Source: an optimization exercise on an open RTL-to-GDS flow (aim: small area and a short achievable clock period). Production flows keep margins and buffers that such runs may drop.
RTL that was checked went through simulation tests only; none was proved equivalent to the original.
No activity file was given, so power comes from the tool's default toggle rates.

violet:
Design csv_record_parse_and_hash, start of the top module:
module csv_record_parse_and_hash #(
  parameter int NUM_BUCKETS = crph_pkg::NUM_BUCKETS_DEF
) (
  input  logic         clk,
  input  logic         rst_n,
  input  logic         in_tvalid,
  output logic         in_tready,
  input  logic [7:0]   in_tdata,    
  input  logic         in_tlast,    
  output logic         out_tvalid,
  input  logic         out_tready,
  output logic [103:0] out_tdata,   
  output logic [1:0]   out_tuser    
);
  localparam logic [2:0] S_START      = 3'd0;
  localparam logic [2:0] S_RANK       = 3'd1;
  localparam logic [2:0] S_OPEN_CITY  = 3'd2;
  localparam logic [2:0] S_CITY       = 3'd3;
  localparam logic [2:0] S_AFTER_CITY = 3'd4;
  localparam logic [2:0] S_POP_OPEN   = 3'd5;
  localparam logic [2:0] S_POP        = 3'd6;
  localparam logic [2:0] S_SKIP       = 3'd7;
  logic        skid_v;           
  logic [7:0]  skid_b;
  logic        skid_l;
  logic        out_v;            
  logic        out_acc;          
  logic        out_err;          
  logic        out_gp;           
  logic        out_gc;           
  logic        out_gx;           
  logic [19:0] q_rank;           
  logic        q_rsat;           
  logic [31:0] q_pop;
  logic        q_psat;           
  logic [2:0]  state;
  logic [19:0] rank;             
  logic        rank_sat;
  logic [15:0] acc_lo;
  logic [15:0] acc_hi;
  logic [3:0]  acc_c;            
  logic        acc_hp;           
  logic        acc_sat;          
  logic [9:0]  len;
  logic [8:0]  sum;
  logic [8:0]  px;               
  logic        cb_r;             
  logic        p2_r;             
  logic        p3_r;             
  ...
Size: roughly 13,000 um2 of cells after synthesis.
==> flow/config.mk <==
export PLATFORM = sky130hd
export DESIGN_NAME = csv_record_parse_and_hash
export DESIGN_NICKNAME = csv_record_parse_and_hash
export VERILOG_FILES = /design/flow/design.v
export SDC_FILE = /design/flow/constraint.sdc
export NUM_CORES = 4
export LEC_CHECK = 0
export ABC_AREA = 1
export CAP_MARGIN = 20
export CORE_MARGIN = 2
export CORE_UTILIZATION = 60
export CTS_BUF_LIST = sky130_fd_sc_hd__clkbuf_4 sky130_fd_sc_hd__clkbuf_8
export PLACE_DENSITY = 0.75
export SETUP_SLACK_MARGIN = 2.4
export SLEW_MARGIN = 20
export TNS_END_PERCENT = 10
==> flow/constraint.sdc <==
create_clock -name core_clock -period 5.5 [get_ports {clk}]
set_input_delay 1.1000 -clock core_clock [delete_from_list [all_inputs] [get_ports {clk}]]
set_output_delay 1.1000 -clock core_clock [all_outputs]
set_load 0.01 [all_outputs]
standard.sh (not shown) runs the stock make flow with config.mk's settings and CLKGATE_MAP_FILE= SYNTH_SCRIPT=/design/flow/synth_recipe.tcl, a recipe that flattens the netlist after the stock synthesis.
==> flow/flow/run.sh <==
#!/bin/bash
# The standard layout (standard.sh), with the port buffers made of the smallest
# plain buffer instead of the resizer's default choice. Every input and output
# port still gets its own buffer.
set -euo pipefail
export BUFFER_PORTS_ARGS="-buffer_cell sky130_fd_sc_hd__buf_1"
bash standard.sh > standard_flow.log 2>&1
Per the final summary, violet finished and its layout is clean on timing, DRC and antenna.
Edits applied to the flow inputs when going from violet to sierra:
- SETUP_SLACK_MARGIN: 2.4 -> 2.6
- Looking at sierra and violet, the clock network latency to the later pin of the worst-skew pair is a wash.
- Taking violet as the reference, in sierra clock power shows an increase of about 3%, maximum frequency shows an increase of 0.69%, non-clock buffer count shows an increase of 17.
- [diff] smallest setup slack after layout, sierra relative to violet: improvement
- Of the two values seen for end of the critical path, out_tdata[76] was produced by sierra and out_tdata[74] by violet.
- Compared to violet, sierra has total global-route track usage 0.35 points higher.
- Taking violet as the reference, in sierra post-cts repair resize count picked up an extra about 120%; worst-path maximum fanout lower; flip-flop and latch area ~0 delta; core occupancy in the finished layout moved up.
- The cell count in sierra sits 17 above the value recorded for violet.
For juniper, these inputs were changed with respect to sierra:
- SETUP_SLACK_MARGIN: 2.6 -> 2.2
==> notes.md <==
Looking at maximum frequency across both flows, juniper is the weaker of the two, with sierra ahead.
Number of clock buffers in the layout | juniper above sierra
Cmp juniper and sierra / global-route usage / lower: juniper
Wire length: juniper < sierra
Any difference in clock network area share between juniper and sierra is small enough to ignore.
In juniper, the transition at the pin with the smallest max-transition slack came out 0.15 ns below the value in sierra.
Looking at setup slack at placement, juniper sits 0.049 ns above sierra.

* * *

Another version of the RTL of csv_record_parse_and_hash (not shown whole).
Size in the first run: ~1700 cells after synthesis, about 120 I/O pins, about 13000 um^2 of cells after synthesis.
clock: 5.5 ns
lec_check: 0
abc_area: 1
cap_margin: 20
core_margin: 2
core_utilization: 60
cts_buf_list: sky130_fd_sc_hd__clkbuf_4 sky130_fd_sc_hd__clkbuf_8
cts_cluster_size: 12
place_density: 0.75
setup_slack_margin: 2.2
slew_margin: 20
tns_end_percent: 10
Scripts as last shown in full above: flow/flow/run.sh
Then changed:
--- a/flow/config.mk
+++ b/flow/config.mk
@@ -13 +12,0 @@
-export CTS_CLUSTER_SIZE = 12
Outcome:
- fmax does not change
- final area stays the same
- register-to-register slack barely changes
- synthesized area is unchanged
- via count is unchanged
- worst setup slack does not change
- power is unchanged
- global-route usage does not change
- hold slack does not change
- routed wire length does not change
- combinational power stays flat
Function was not checked in any run of this note: the RTL went through the layout flow alone.

* * *

Another version of the RTL of csv_record_parse_and_hash (not shown whole).
Size: roughly 1,700 cells after synthesis, roughly 170 flip-flops, roughly 13,000 µm² of cells after synthesis.
export LEC_CHECK = 0
export ABC_AREA = 1
export CAP_MARGIN = 20
export CORE_MARGIN = 2
export CORE_UTILIZATION = 60
export CTS_BUF_LIST = sky130_fd_sc_hd__clkbuf_4 sky130_fd_sc_hd__clkbuf_8
export PLACE_DENSITY = 0.75
export SETUP_SLACK_MARGIN = 2.6
export SLEW_MARGIN = 20
export TNS_END_PERCENT = 30
create_clock -name core_clock -period 5.5 [get_ports {clk}]
Scripts as last shown in full above: flow/flow/run.sh
The starting point went through all stages and came out clean.
Next try:
Settings changed: TNS_END_PERCENT 30 to 10.
Result: Total power falls by 1.5%; core utilization falls by 0.94 points; routed wire length falls by 1.7%; non-clock buffer count falls by 10; sequential power is about the same; cell area falls by 1.4%.

[port drivers added, routing unchanged]
How much do the figures lean on ideal ports? The routed layouts below were timed once more, with nothing changed but the port constraints. Step 1 sets driving cells, clkbuf_16 on the clock port and buf_2 on the other inputs (assumed; they add their load-dependent delay and slew). Step 2 moves the port delays by t, midway between the first and last clock arrival at a register: inputs arrive t later, outputs are due t later. That takes back most of the time a late clock gives input paths. a / b / c = no drivers / after step 1 / after step 2; a / b = the first two.
run | t (ns) | slack for setup (ns) | clock arrival spread, ns | cell pins on the clock port's net
violet | 0.522 | 2.328 / 2.287 / 1.998 | 0.017 / 0.017 | 1
sierra | 0.516 | 2.349 / 2.309 / 2.218 | 0.017 / 0.017 | 1
juniper | 0.506 | 2.215 / 2.174 / 1.912 | 0.015 / 0.015 | 1
the first run of note 2 | 0.506 | 2.207 / 2.161 / 1.905 | 0.025 / 0.026 | 1
the second run of note 2 | 0.506 | 2.207 / 2.161 / 1.905 | 0.025 / 0.026 | 1
the first run of note 3 | 0.498 | 2.474 / 2.474 / 2.251 | 0.020 / 0.020 | 1
the second run of note 3 | 0.504 | 2.552 / 2.508 / 2.121 | 0.022 / 0.022 | 1
After both steps setup and hold are still met in every run listed. For the second run of note 3, which loses most, drivers alone change the setup slack by -0.044 ns; drivers and shift together by -0.431 ns.
